This design comes from an exercise in tuning for small area and a short achievable clock period on the open sky130 flow, not from production work. In this exercise RTL edits were held to simulation tests only and were not proved equivalent to the original. Power and IR drop assume default switching activity.

==> design.v <==
`default_nettype none
package packet_pkg;
    localparam int packet_width = 16;
    typedef logic [packet_width-1:0] packet_t;
    localparam int num_edge_pe = 4;
    typedef logic [num_edge_pe-1:0] edge_vec_t;
    localparam int bit_cnt_width = $clog2(packet_width);
    localparam int last_bit = packet_width - 1;
    typedef logic [bit_cnt_width-1:0] bit_cnt_t;
endpackage
`default_nettype wire
`default_nettype none
package mem_pkg;
    localparam int mem_depth = 256;
    localparam int addr_width = $clog2(mem_depth);
    localparam int count_width = addr_width + 1;
    typedef logic [addr_width-1:0] addr_t;
    typedef logic [count_width-1:0] count_t;
    typedef enum logic [2:0] {
        idle            = 3'd0,
        prepare         = 3'd1,
        stream          = 3'd2,
        wait_fifo_stall = 3'd3,
        stall           = 3'd4
    } cntl_state_t;
endpackage
`default_nettype wire
`timescale 1ns/1ps
`default_nettype none
module packet_rx (
    input  logic                clk,
    input  logic                reset,
    input  logic                bank_data,
    input  logic                sos,
    input  logic                eos,
    output logic                word_valid,
    output packet_pkg::packet_t word_data
);
    logic                 in_frame;
    logic                 sample;
    packet_pkg::bit_cnt_t bit_cnt;
    packet_pkg::packet_t  shift_reg;
    assign sample = in_frame && !sos && !eos;
    always_ff @(posedge clk or negedge reset) begin
        if (!reset) begin
            in_frame   <= 1'b0;
            bit_cnt    <= '0;
            word_valid <= 1'b0;
        end else begin
            word_valid <= sample &&
                          (bit_cnt == packet_pkg::bit_cnt_t'(packet_pkg::last_bit));
            if (sos) begin
                in_frame <= 1'b1;
                bit_cnt  <= '0;
            end else if (eos) begin
                in_frame <= 1'b0;
                bit_cnt  <= '0;
            end else if (sample) begin
                bit_cnt <= bit_cnt + 1'b1;
            end
        end
    end
    always_ff @(posedge clk) begin
        if (sample) begin
            shift_reg <= {shift_reg[packet_pkg::packet_width-2:0], bank_data};
        end
    end
    assign word_data = shift_reg;
endmodule
`default_nettype wire
`timescale 1ns/1ps
`default_nettype none
module sram_arbiter (
    input  logic                  clk,
    input  logic                  reset,
    input  logic                  load_req,
    input  packet_pkg::packet_t   load_data,
    input  mem_pkg::addr_t        load_addr,
    input  logic                  wb_enable,
    input  logic                  dp_valid,
    input  packet_pkg::packet_t   dp_packet,
    input  packet_pkg::edge_vec_t edge_valid,
    input  logic [packet_pkg::num_edge_pe*packet_pkg::packet_width-1:0] edge_packets,
    input  mem_pkg::addr_t        wr_addr,
    input  logic                  read_req,
    input  mem_pkg::addr_t        rd_addr,
    input  logic                  cen_hold,
    output logic                  load_grant,
    output logic                  wb_grant,
    output logic                  read_grant,
    output logic                  sram_cen,
    output logic                  sram_wen,
    output mem_pkg::addr_t        sram_addr,
    output packet_pkg::packet_t   sram_wdata
);
    logic                dp_win;
    logic                edge_win;
    logic                wb_any;
    logic                edge_hit;
    packet_pkg::packet_t edge_data;
    always_comb begin
        edge_hit  = 1'b0;
        edge_data = '0;
        for (int i = packet_pkg::num_edge_pe - 1; i >= 0; i--) begin
            if (edge_valid[i]) begin
                edge_hit  = 1'b1;
                edge_data = edge_packets[i*packet_pkg::packet_width +: packet_pkg::packet_width];
            end
        end
    end
    assign wb_any   = wb_enable && (dp_valid || edge_hit);
    assign dp_win   = wb_enable && dp_valid && !cen_hold && !load_req;
    assign edge_win = wb_enable && edge_hit && !dp_valid && !cen_hold && !load_req;
    assign load_grant = load_req && !cen_hold;
    assign wb_grant   = dp_win || edge_win;
    assign read_grant = read_req && !cen_hold && !load_req && !wb_any;
    always_comb begin
        sram_addr  = rd_addr;
        sram_wdata = '0;
        if (load_grant) begin
            sram_addr  = load_addr;
            sram_wdata = load_data;
        end else if (dp_win) begin
            sram_addr  = wr_addr;
            sram_wdata = dp_packet;
        end else if (edge_win) begin
            sram_addr  = wr_addr;
            sram_wdata = edge_data;
        end
    end
    assign sram_wen = !(load_grant || wb_grant);
    assign sram_cen = cen_hold;
endmodule
`default_nettype wire
`timescale 1ns/1ps
`default_nettype none
module packet_sram (
    input  logic                clk,
    input  logic                sram_cen,
    input  logic                sram_wen,
    input  mem_pkg::addr_t      sram_addr,
    input  packet_pkg::packet_t sram_wdata,
    output packet_pkg::packet_t rdata
);
    packet_pkg::packet_t mem [mem_pkg::mem_depth];
    packet_pkg::packet_t rd_q;
    always_ff @(posedge clk) begin
        if (!sram_cen) begin
            if (!sram_wen) begin
                mem[sram_addr] <= sram_wdata;
            end else begin
                rd_q <= mem[sram_addr];
            end
        end
    end
    always_ff @(posedge clk) begin
        rdata <= rd_q;
    end
endmodule
`default_nettype wire
`timescale 1ns/1ps
`default_nettype none
module packet_cntl (
    input  logic           clk,
    input  logic           reset,
    input  logic           sos,
    input  logic           eos,
    input  logic           word_valid,
    input  logic           full,
    input  logic           fifo_stall,
    input  logic           cntl_done,
    input  logic           replay_iter_flag,
    input  logic           load_grant,
    input  logic           wb_grant,
    input  logic           read_grant,
    output logic           load_req,
    output mem_pkg::addr_t load_addr,
    output logic           wb_enable,
    output mem_pkg::addr_t wr_addr,
    output logic           read_req,
    output mem_pkg::addr_t rd_addr,
    output logic           cen_hold,
    output logic           mem2fifo_valid
);
    mem_pkg::cntl_state_t state;
    mem_pkg::cntl_state_t state_next;
    mem_pkg::count_t      load_cnt;
    mem_pkg::count_t      load_len;
    mem_pkg::count_t      load_total;
    mem_pkg::addr_t       wr_ptr;
    mem_pkg::addr_t       rd_ptr;
    logic                 replay;
    logic                 rd_pending;
    assign replay = replay_iter_flag &&
                    (state != mem_pkg::idle) && (state != mem_pkg::prepare);
    assign load_req   = (state == mem_pkg::prepare) && word_valid &&
                        (load_cnt < mem_pkg::count_t'(mem_pkg::mem_depth));
    assign load_addr  = mem_pkg::addr_t'(load_cnt);
    assign load_total = load_cnt + mem_pkg::count_t'(load_grant);
    assign wb_enable = (state == mem_pkg::stream) || (state == mem_pkg::wait_fifo_stall);
    assign read_req  = (state == mem_pkg::stream) && !full && !replay_iter_flag &&
                       (rd_ptr != wr_ptr);
    assign cen_hold  = (state == mem_pkg::stall);
    assign wr_addr = wr_ptr;
    assign rd_addr = rd_ptr;
    always_comb begin
        state_next = state;
        case (state)
            mem_pkg::idle: begin
                if (sos) begin
                    state_next = mem_pkg::prepare;
                end
            end
            mem_pkg::prepare: begin
                if (eos) begin
                    state_next = mem_pkg::stream;
                end
            end
            mem_pkg::stream: begin
                if (cntl_done) begin
                    state_next = mem_pkg::stall;
                end else if (fifo_stall) begin
                    state_next = mem_pkg::wait_fifo_stall;
                end
            end
            mem_pkg::wait_fifo_stall: begin
                if (!fifo_stall) begin
                    state_next = mem_pkg::stream;
                end
            end
            mem_pkg::stall: begin
                if (sos) begin
                    state_next = mem_pkg::prepare;
                end
            end
            default: begin
                state_next = mem_pkg::idle;
            end
        endcase
        if (replay) begin
            state_next = mem_pkg::stream;
        end
    end
    always_ff @(posedge clk or negedge reset) begin
        if (!reset) begin
            state          <= mem_pkg::idle;
            load_cnt       <= '0;
            load_len       <= '0;
            wr_ptr         <= '0;
            rd_ptr         <= '0;
            rd_pending     <= 1'b0;
            mem2fifo_valid <= 1'b0;
        end else begin
            state <= state_next;
            rd_pending     <= read_grant;
            mem2fifo_valid <= rd_pending && !replay_iter_flag &&
                              (state_next != mem_pkg::stall);
            if (sos && (state_next == mem_pkg::prepare)) begin
                load_cnt <= '0;
            end else if (load_grant) begin
                load_cnt <= load_cnt + 1'b1;
            end
            if ((state == mem_pkg::prepare) && eos) begin
                load_len <= load_total;
                wr_ptr   <= mem_pkg::addr_t'(load_total);
                rd_ptr   <= '0;
            end else if (replay) begin
                wr_ptr <= mem_pkg::addr_t'(load_len);
                rd_ptr <= '0;
            end else begin
                if (wb_grant) begin
                    wr_ptr <= wr_ptr + 1'b1;
                end
                if (read_grant) begin
                    rd_ptr <= rd_ptr + 1'b1;
                end
            end
        end
    end
endmodule
`default_nettype wire
`timescale 1ns/1ps
`default_nettype none
module packet_mem_top (
    input  logic                  clk,
    input  logic                  reset,
    input  logic                  bank_data,
    input  logic                  sos,
    input  logic                  eos,
    input  logic                  dp_valid,
    input  packet_pkg::packet_t   dp_packet,
    input  packet_pkg::edge_vec_t edge_valid,
    input  logic [packet_pkg::num_edge_pe*packet_pkg::packet_width-1:0] edge_packets,
    input  logic                  full,
    input  logic                  fifo_stall,
    input  logic                  cntl_done,
    input  logic                  replay_iter_flag,
    output logic                  mem2fifo_valid,
    output packet_pkg::packet_t   mem2fifo_packet,
    output logic                  sram_cen
);
    logic                word_valid;
    packet_pkg::packet_t word_data;
    logic                load_req;
    mem_pkg::addr_t      load_addr;
    logic                wb_enable;
    mem_pkg::addr_t      wr_addr;
    logic                read_req;
    mem_pkg::addr_t      rd_addr;
    logic                cen_hold;
    logic                load_grant;
    logic                wb_grant;
    logic                read_grant;
    logic                sram_wen;
    mem_pkg::addr_t      sram_addr;
    packet_pkg::packet_t sram_wdata;
    packet_rx u_rx (
        .clk        (clk),
        .reset      (reset),
        .bank_data  (bank_data),
        .sos        (sos),
        .eos        (eos),
        .word_valid (word_valid),
        .word_data  (word_data)
    );
    packet_cntl u_cntl (
        .clk              (clk),
        .reset            (reset),
        .sos              (sos),
        .eos              (eos),
        .word_valid       (word_valid),
        .full             (full),
        .fifo_stall       (fifo_stall),
        .cntl_done        (cntl_done),
        .replay_iter_flag (replay_iter_flag),
        .load_grant       (load_grant),
        .wb_grant         (wb_grant),
        .read_grant       (read_grant),
        .load_req         (load_req),
        .load_addr        (load_addr),
        .wb_enable        (wb_enable),
        .wr_addr          (wr_addr),
        .read_req         (read_req),
        .rd_addr          (rd_addr),
        .cen_hold         (cen_hold),
        .mem2fifo_valid   (mem2fifo_valid)
    );
    sram_arbiter u_arb (
        .clk          (clk),
        .reset        (reset),
        .load_req     (load_req),
        .load_data    (word_data),
        .load_addr    (load_addr),
        .wb_enable    (wb_enable),
        .dp_valid     (dp_valid),
        .dp_packet    (dp_packet),
        .edge_valid   (edge_valid),
        .edge_packets (edge_packets),
        .wr_addr      (wr_addr),
        .read_req     (read_req),
        .rd_addr      (rd_addr),
        .cen_hold     (cen_hold),
        .load_grant   (load_grant),
        .wb_grant     (wb_grant),
        .read_grant   (read_grant),
        .sram_cen     (sram_cen),
        .sram_wen     (sram_wen),
        .sram_addr    (sram_addr),
        .sram_wdata   (sram_wdata)
    );
    packet_sram u_sram (
        .clk        (clk),
        .sram_cen   (sram_cen),
        .sram_wen   (sram_wen),
        .sram_addr  (sram_addr),
        .sram_wdata (sram_wdata),
        .rdata      (mem2fifo_packet)
    );
endmodule
`default_nettype wire
==> constraint.sdc <==
create_clock -name core_clock -period 6.0 [get_ports {clk}]
set_input_delay 1.2000 -clock core_clock [delete_from_list [all_inputs] [get_ports {clk}]]
set_output_delay 1.2000 -clock core_clock [all_outputs]
set_load 0.01 [all_outputs]
==> run.sh <==
#!/bin/bash
# synth_recipe.tcl (not shown) runs the flow's synth.tcl, then flattens the netlist and writes it again
# the make line also repeats each setting of config.mk as NAME=value (left out here)
make -C /OpenROAD-flow-scripts/flow DESIGN_CONFIG=/design/flow/config.mk WORK_HOME=/design/flow/orfs CLKGATE_MAP_FILE= SYNTH_SCRIPT=/design/flow/synth_recipe.tcl finish
==> config.mk <==
export PLATFORM = sky130hd
export DESIGN_NAME = packet_mem_top
export DESIGN_NICKNAME = packet_mem_top
export VERILOG_FILES = /design/flow/design.v
export SDC_FILE = /design/flow/constraint.sdc
export NUM_CORES = 4
export LEC_CHECK = 0
export CAP_MARGIN = 20
export CORE_MARGIN = 2
export CORE_UTILIZATION = 45
export SLEW_MARGIN = 20
==> summary.txt, run 1 <==
Outcome
  – Status: timing/DRC/antenna clean

Clocking
  – Reg clk slew, reported paths: about 60 ps
  – Root Buffer: clkbuf_16
  – TritonCTS Buffers: 430
  – CTS tree: built
  – Deepest clock path buffer count: 4
  – Post-cts resize count: 0
  – Level count of the clock H-tree: 5
  – CTS Hold Buffers Added: 0
  – CTS Sinks: roughly 4,200
  – Post-CTS Setup Repair Bufs: 0
  – Worst skew pair latency: just under 1000 ps

STA
  – Final Setup Violations: 0
  – Min Tclk post-route: about 5600 ps
  – Final Slew Violations: 0
  – Worst setup margin: 436.8 ps
  – Fin crit share: between 90% and 100%
  – Rel. slew slack: 11.87%
  – Slew @ Worst Pin: 1322 ps
  – Final setup skew: ~61 ps
  – Hold slack final: between 200 and 250 ps
  – Maximum clock rate: about 180 MHz
  – RSZ-0062 raised after global routing: no
  – Fin. Hold Viols: 0

Finish
  – Biggest register: u_sram.mem
  – Fin util: approximately 52%
  – Layout area overhead: 15.90%
  – Largest register FFs: 4,096
  – Nets: around 13,000
  – Layout cells sized above 1: between 10% and 20%
  – Fin cells: between 15,000 and 20,000

Place
  – Placed cell count: around 17,000
  – GPL Wtd Cong: 0.9412
  – Pre-CTS setup slack: -735.0 ps
  – DP HPWL: 319.0 mm
  – Port-buffer cells: about 110

Critical path
  – Required @ worst endpoint: 6720 ps
  – R2R depth: 14
  – WP data arrival: between 6000 and 7000 ps
  – Critical-path maximum fanout: 15
  – Critical Path End Type: flop
  – CP Class: in -> reg
  – Reg-to-Reg End: u_sram.rd_q[10]
  – Startpoint type of the worst setup path: primary input
  – Reg2reg start: u_cntl.state[1]
  – FF-to-FF setup slack: a little over 600 ps

Synth
  – Top-area cell type share of the netlist area: 74.92%
  – Top_reg_cell synth: edfxtp_1
  – Syn avg cell area: around 14 um^2
  – Mapped Area: ~0.17 mm^2
  – Yosys reg bits: around 4,200
  – Count leader, synth: edfxtp_1
  – Biggest area consumer among synthesized cells: edfxtp_1
  – Distinct cell type count after synthesis: 75
  – EDFF count, synth: around 4,100
  – Async set-reset flop share out of synthesis: 1.051%
  – Syn Inst Count: roughly 12,000
  – Ys Warns: 4
  – Register area share after synthesis: about 76%
  – Top cells by count, synth: edfxtp_1, nand2_1, nand3_1
  – Area contributors post-synth: edfxtp_1, nand2_1, nand3_1
  – Synthesized Nets: around 12,000

GRT
  – Vias in the first global route: 101,300
  – Gr usage total: between 20% and 30%
  – Initial antenna violation count: 39
  – Global-route wire length before repair: 733.7 mm
  – Largest net degree at the start of global routing: between 100 and 150
  – GR Overflow Total: 0

Route
  – Via density: about 6.0
  – Drt wl/cell: between 20 and 30 um
  – DRT iter0 DRCs: 15,230
  – Antenna Violating Nets Remaining: 0
  – Detailed Route WL: about 520 mm
  – Via Count: 107,200
  – Total iterations of the first detailed-routing run: 6
  – DRC viols: 0

Power
  – Worst vdd ir: approximately 390 uV
  – Leak Pwr: about 66 nW
  – Comb power frac: between 30% and 40%
  – Internal power: roughly 59 mW
  – Pwr dens: between 400 and 500 mW/mm^2
  – Psw: 35.89 mW
  – Sw frac: 37.71%
  – Clock share of power: a little over a quarter
  – Power after layout: 95.17 mW
  – Seq pwr share: a little under two fifths

Min path
  – Hold Path Class: in -> async

Floorplan
  – Die height: between 600 and 700 um
  – I/O Pins: 112
  – Die X: approximately 610 um
  – Die area: ~0.37 mm^2
  – Initial Util: between 40% and 50%
  – Number of core rows: roughly 220
  – Core footprint: 0.3658 mm^2

Run
  – # Max-Cap Violations: 0
==> power groups by stage <==
| stage | Clock (mW) | Sequential (mW) | Combinational (mW) |
|---|---|---|---|
| final | 25.5 | 35.5 | 34.2 |
| after global routing | 27.0 | 35.5 | 35.7 |
| after CTS | 25.8 | 35.4 | 33.7 |
| after detailed placement | 0 | 36.0 | 33.6 |
| after global placement | 0 | 36.0 | 33.3 |
| after floorplan | 0 | 36.2 | 17.2 |
==> metal layers <==
| metal | up-vias | wire length [um] | global-route usage (%) |
|---|---|---|---|
| met2 | 5965 | 236300 | 41.70 |
| met1 | 54230 | 206700 | 38.42 |
| li1 | 46150 | - | - |
| met5 | - | 138 | 0 |
| met3 | 832 | 53460 | 5.128 |
| met4 | 18 | 19870 | 9.429 |
==> worst max path at each step <==
stage / startpoint / end / slack (ps) / cells after the start
final: edge_valid[3] / u_sram.rd_q[10] / 440 / 13
after global placement: edge_valid[3] / u_sram.rd_q[10] / -650 / 13
after CTS: edge_valid[3] / u_sram.rd_q[10] / 260 / 13
after floorplan: edge_valid[2] / u_sram.mem[0][3] / -1190 / 10
after detailed placement: edge_valid[3] / u_sram.rd_q[10] / -730 / 13
after global routing: edge_valid[3] / u_sram.rd_q[14] / 410 / 14
==> stage by stage <==
stage           TNS, ps  cell area [um^2]
4_1_cts               0            191700
3_3_place_gp      -7701            178400
3_5_place_dp      -8386            178400
6_report              0            191800
2_1_floorplan  -1491200            165600
5_1_grt               0            191700
==> kinds of logic after synthesis <==
family | share of synthesized area (%)
flops | 75.78
xor+xnor | 0.1853
compound gates | 5.560
simple gates | 13.32
buf+inv | 2.209
mux | 2.901
fa+ha+maj | 0.04537
==> layout by cell type, fill, tap and decap left out, types with 216 or more instances in the layout <==
cell type     n
mux2i_1     412
buf_4       759
clkbuf_16   435
and3_1      216
a31oi_1     401
nor2_1      377
nand2_1    3160
a21oi_1     257
edfxtp_1   4128
nand3_1    1118
==> worst max-delay path: stages <==
cell,delay (ps)
clkdlybuf4s50_1,480
or4_4,700
o211a_1,300
a211o_2,360
nor2_1,820
nand2_1,360
buf_4,340
o221ai_1,370
a211oi_1,130
buf_4,230
nor4_2,690
buf_12,180
nor3_1,50
==> final cells by class <==
cell class              instances  area (um^2)
well taps                    4816         6026
inverters                      14        52.55
multi-input cells            6995        36850
fillers                     30060       174100
flip-flops and latches       4188       125400
diodes                          8        20.02
clock buffers                 545        11390
repair buffers               1035        10120
clock inverters               235         1921
==> inputs of run 2 (changes only) <==
--- a/config.mk
+++ b/config.mk
@@ -10,2 +10,7 @@
 export CORE_UTILIZATION = 45
+export CTS_BUF_LIST = sky130_fd_sc_hd__clkbuf_16
+export CTS_CLUSTER_DIAMETER = 100
+export CTS_CLUSTER_SIZE = 25
+export SETUP_SLACK_MARGIN = 2.0
 export SLEW_MARGIN = 20
+export TNS_END_PERCENT = 20
==> summary.txt, run 2 <==
Finish
  – Nets: roughly 13,000
  – Post-route cell area: 0.1882 mm^2
  – Fin cells: 17,490
  – Fill cell count: around 30,000
  – Commonest non-fill, non-tap cells in the layout: edfxtp_1, nand2_1, nand3_1
  – Fin util: 51.46%
  – Largest register FFs: roughly 4,100
  – Layout area overhead: 13.77%
  – Biggest register: u_sram.mem
  – Commonest non-fill, non-tap cell in the layout: edfxtp_1
  – Layout cells sized above 1: around an eighth

Power
  – Internal power: ~53 mW
  – Psw: between 30 and 40 mW
  – Comb power frac: a little over two fifths
  – Worst vdd ir: 305.4 uV
  – Sw frac: 38.85%
  – Clock share of power: about 17%
  – Seq pwr share: roughly two fifths
  – Leak Pwr: about 64 nW
  – Pwr dens: 464.6 mW/mm^2

GRT
  – Global-route wire length before repair: just over 700 mm
  – Largest net degree at the start of global routing: ~170
  – Initial antenna violation count: 19
  – Gr usage total: 26.07%
  – Vias in the first global route: between 90,000 and 100k
  – GR Overflow Total: 0

Outcome
  – Status: timing/DRC/antenna clean

Synth
  – Yosys reg bits: between 4,000 and 5,000
  – Area contributors post-synth: edfxtp_1, nand2_1, nand3_1
  – Distinct cell type count after synthesis: 75
  – Syn Inst Count: 12,000
  – Async set-reset flop share out of synthesis: under 10%
  – Register area share after synthesis: around 76%
  – Count leader, synth: edfxtp_1
  – Ys Warns: 4
  – Synthesized Nets: 12,100
  – EDFF count, synth: a little over 4,000
  – Top_reg_cell synth: edfxtp_1
  – Syn avg cell area: 13.79 um^2
  – Top cells by count, synth: edfxtp_1, nand2_1, nand3_1
  – Top-area cell type share of the netlist area: approximately three quarters
  – Mapped Area: 0.1655 mm^2
  – Biggest area consumer among synthesized cells: edfxtp_1

STA
  – RSZ-0062 raised after global routing: yes
  – Final setup skew: roughly 63 ps
  – Hold slack final: 243.9 ps
  – Rel. slew slack: 28.06%
  – Slew @ Worst Pin: 1079 ps
  – Final Setup Violations: 0
  – Fin. Hold Viols: 0
  – Final Slew Violations: 0
  – Min Tclk post-route: roughly 4400 ps
  – Maximum clock rate: between 200 and 250 MHz
  – Fin crit share: between 70% and 80%
  – Setup TNS: 0 ps

Floorplan
  – Die height: around 600 um
  – Number of core rows: roughly 220
  – Core footprint: 0.3658 mm^2
  – I/O Pins: 112
  – Die X: about 600 um
  – Die area: 0.3726 mm^2
  – Initial Util: 45.23%

Clocking
  – Deepest clock path buffer count: 4
  – CTS tree: built
  – Reg clk slew, reported paths: approximately 100 ps
  – CTS Sinks: about 4,200
  – Worst skew pair latency: ~970 ps
  – Root Buffer: clkbuf_16
  – Level count of the clock H-tree: 4
  – CTS Hold Buffers Added: 0
  – TritonCTS Buffers: slightly below 200

Place
  – Placed cell count: 17,100
  – Placed Area: roughly 0.18 mm^2
  – DP HPWL: 303.4 mm
  – GPL Wtd Cong: around 0.91
  – Port-buffer cells: 111

Route
  – Antenna Violating Nets Remaining: 0
  – DRC viols: 0
  – Detailed Route WL: approximately 500 mm
  – Total iterations of the first detailed-routing run: 8
  – Drt wl/cell: approximately 29 um
  – DRT iter0 DRCs: about 15,000
  – Via Count: 105,600
  – Via density: 6.036

Min path
  – Hold Path Class: in -> async

Critical path
  – WP data arrival: around 5000 ps
  – CP Class: in -> reg
  – Critical Path End Type: flop
  – Critical-path maximum fanout: 5
  – Startpoint type of the worst setup path: primary input
  – Required @ worst endpoint: ~6700 ps

Run
  – # Max-Cap Violations: 0
==> run 2: cell counts after synthesis <==
No cell type changed its count.
==> run 2: final timing paths <==
path / end / start / cells after the start / slack [ps]
min reg2reg: u_sram.rdata[9] / u_sram.rd_q[9] / 0 / 360
min in group core_clock: u_sram.rdata[9] / u_sram.rd_q[9] / 0 / 360
max: u_sram.rd_q[6] / edge_valid[3] / 17 / 1610
max in group asynchronous: u_cntl.state[0] / reset / 1 / 5320
min: u_rx.bit_cnt[3] / reset / 1 / 240
max reg2reg: u_sram.rd_q[6] / u_cntl.load_cnt[8] / 18 / 1630
==> run 2: repair_timing <==
| action | in CTS | in global routing |
|---|---|---|
| setup endpoints to repair | 4863 | 1636 |
| resized for setup | 335 | 112 |
| cloned | 20 | 16 |
| buffers inserted | 65 | 43 |
| pin swaps | 110 | 41 |
==> run 2: final cells by class <==
cell class	instances	area, um^2	area share, %
Clock inverter	41	357.8	0.1901
Timing Repair Buffer	1228	13230	7.027
Inverter	14	57.56	0.03057
Multi-Input combinational cell	6996	38280	20.33
Tap cell	4816	6026	3.201
Sequential cell	4188	125400	66.61
Clock buffer	195	4880	2.592
Antenna cell	15	37.54	0.01994
==> run 2: kinds of logic (layout without fill, tap and decap cells) <==
group / Yosys count / in the layout / share of synthesized area (%)
fa+ha+maj: 6 / 6 / 0.04537
compound gates: 1341 / 1341 / 5.560
other cells: 0 / 15 / 0
flops: 4188 / 4188 / 75.78
xor+xnor: 35 / 35 / 0.1853
mux: 442 / 442 / 2.901
simple gates: 5171 / 5172 / 13.32
buf+inv: 815 / 1478 / 2.209
==> run 2: worst max-delay path, stage by stage <==
cell,delay (ps)
buf_12,100
or4_4,610
o221a_4,270
a221o_4,420
buf_12,170
nor2_4,270
buf_12,170
buf_12,110
buf_12,110
nand3_2,80
a31oi_4,220
a211o_1,210
a31oi_1,80
buf_4,190
nor4_4,570
buf_4,210
nor3_2,30
==> run 2: power by group through the flow <==
stage | combinational (mW) | sequential (mW) | clock (mW)
finish | 37.2 | 35.4 | 14.9
global route | 39.0 | 35.4 | 15.9
CTS | 35.5 | 35.4 | 15.1
detailed placement | 33.0 | 36.0 | 0
global placement | 32.6 | 36.0 | 0
floorplan | 17.2 | 36.1 | 0
==> run 2: per-stage QoR <==
step	setup slack, ps	power, mW
global placement	-431.7	68.59
floorplan	799.2	53.30
global route	1673	90.35
detailed placement	-447.6	68.98
finish	1614	87.46
CTS	1771	85.96
==> run 2: per-layer routing <==
layer | vias to the layer above | GRT usage, % | routed length (um)
met5 | - | 0 | 13
met4 | 2 | 8.979 | 18590
met3 | 691 | 3.680 | 47750
met2 | 5476 | 40.78 | 232000
met1 | 53700 | 37.53 | 204200
li1 | 45730 | - | -

## afterwards: timing with drivers on the ports
The results above use ideal ports. As a check the final layouts listed here were re-extracted and re-timed, cells and wires unchanged. Step 1: set_driving_cell puts a clkbuf_16 on clk and a buf_2 on each other input, an assumption about the parent block. Step 2 times the ports against the registers' clock, not the clock port: input delays grow and output delays shrink by t, the midpoint of the rising clock arrivals with the driver on. a / b / c = ideal / step 1 / step 2; a / b = the first two.
run | t (ns) | setup WS [ns] | worst setup path after step 2
run 1 | 1.065 | 0.437 / 0.507 / -0.557 | input to register
run 2 | 1.032 | 1.614 / 1.627 / 0.630 | input to register
With both steps, setup timing fails in run 1, where it was met with ideal ports. For run 1, which loses most, drivers alone change the setup slack by +0.070 ns; drivers and shift together by -0.994 ns.
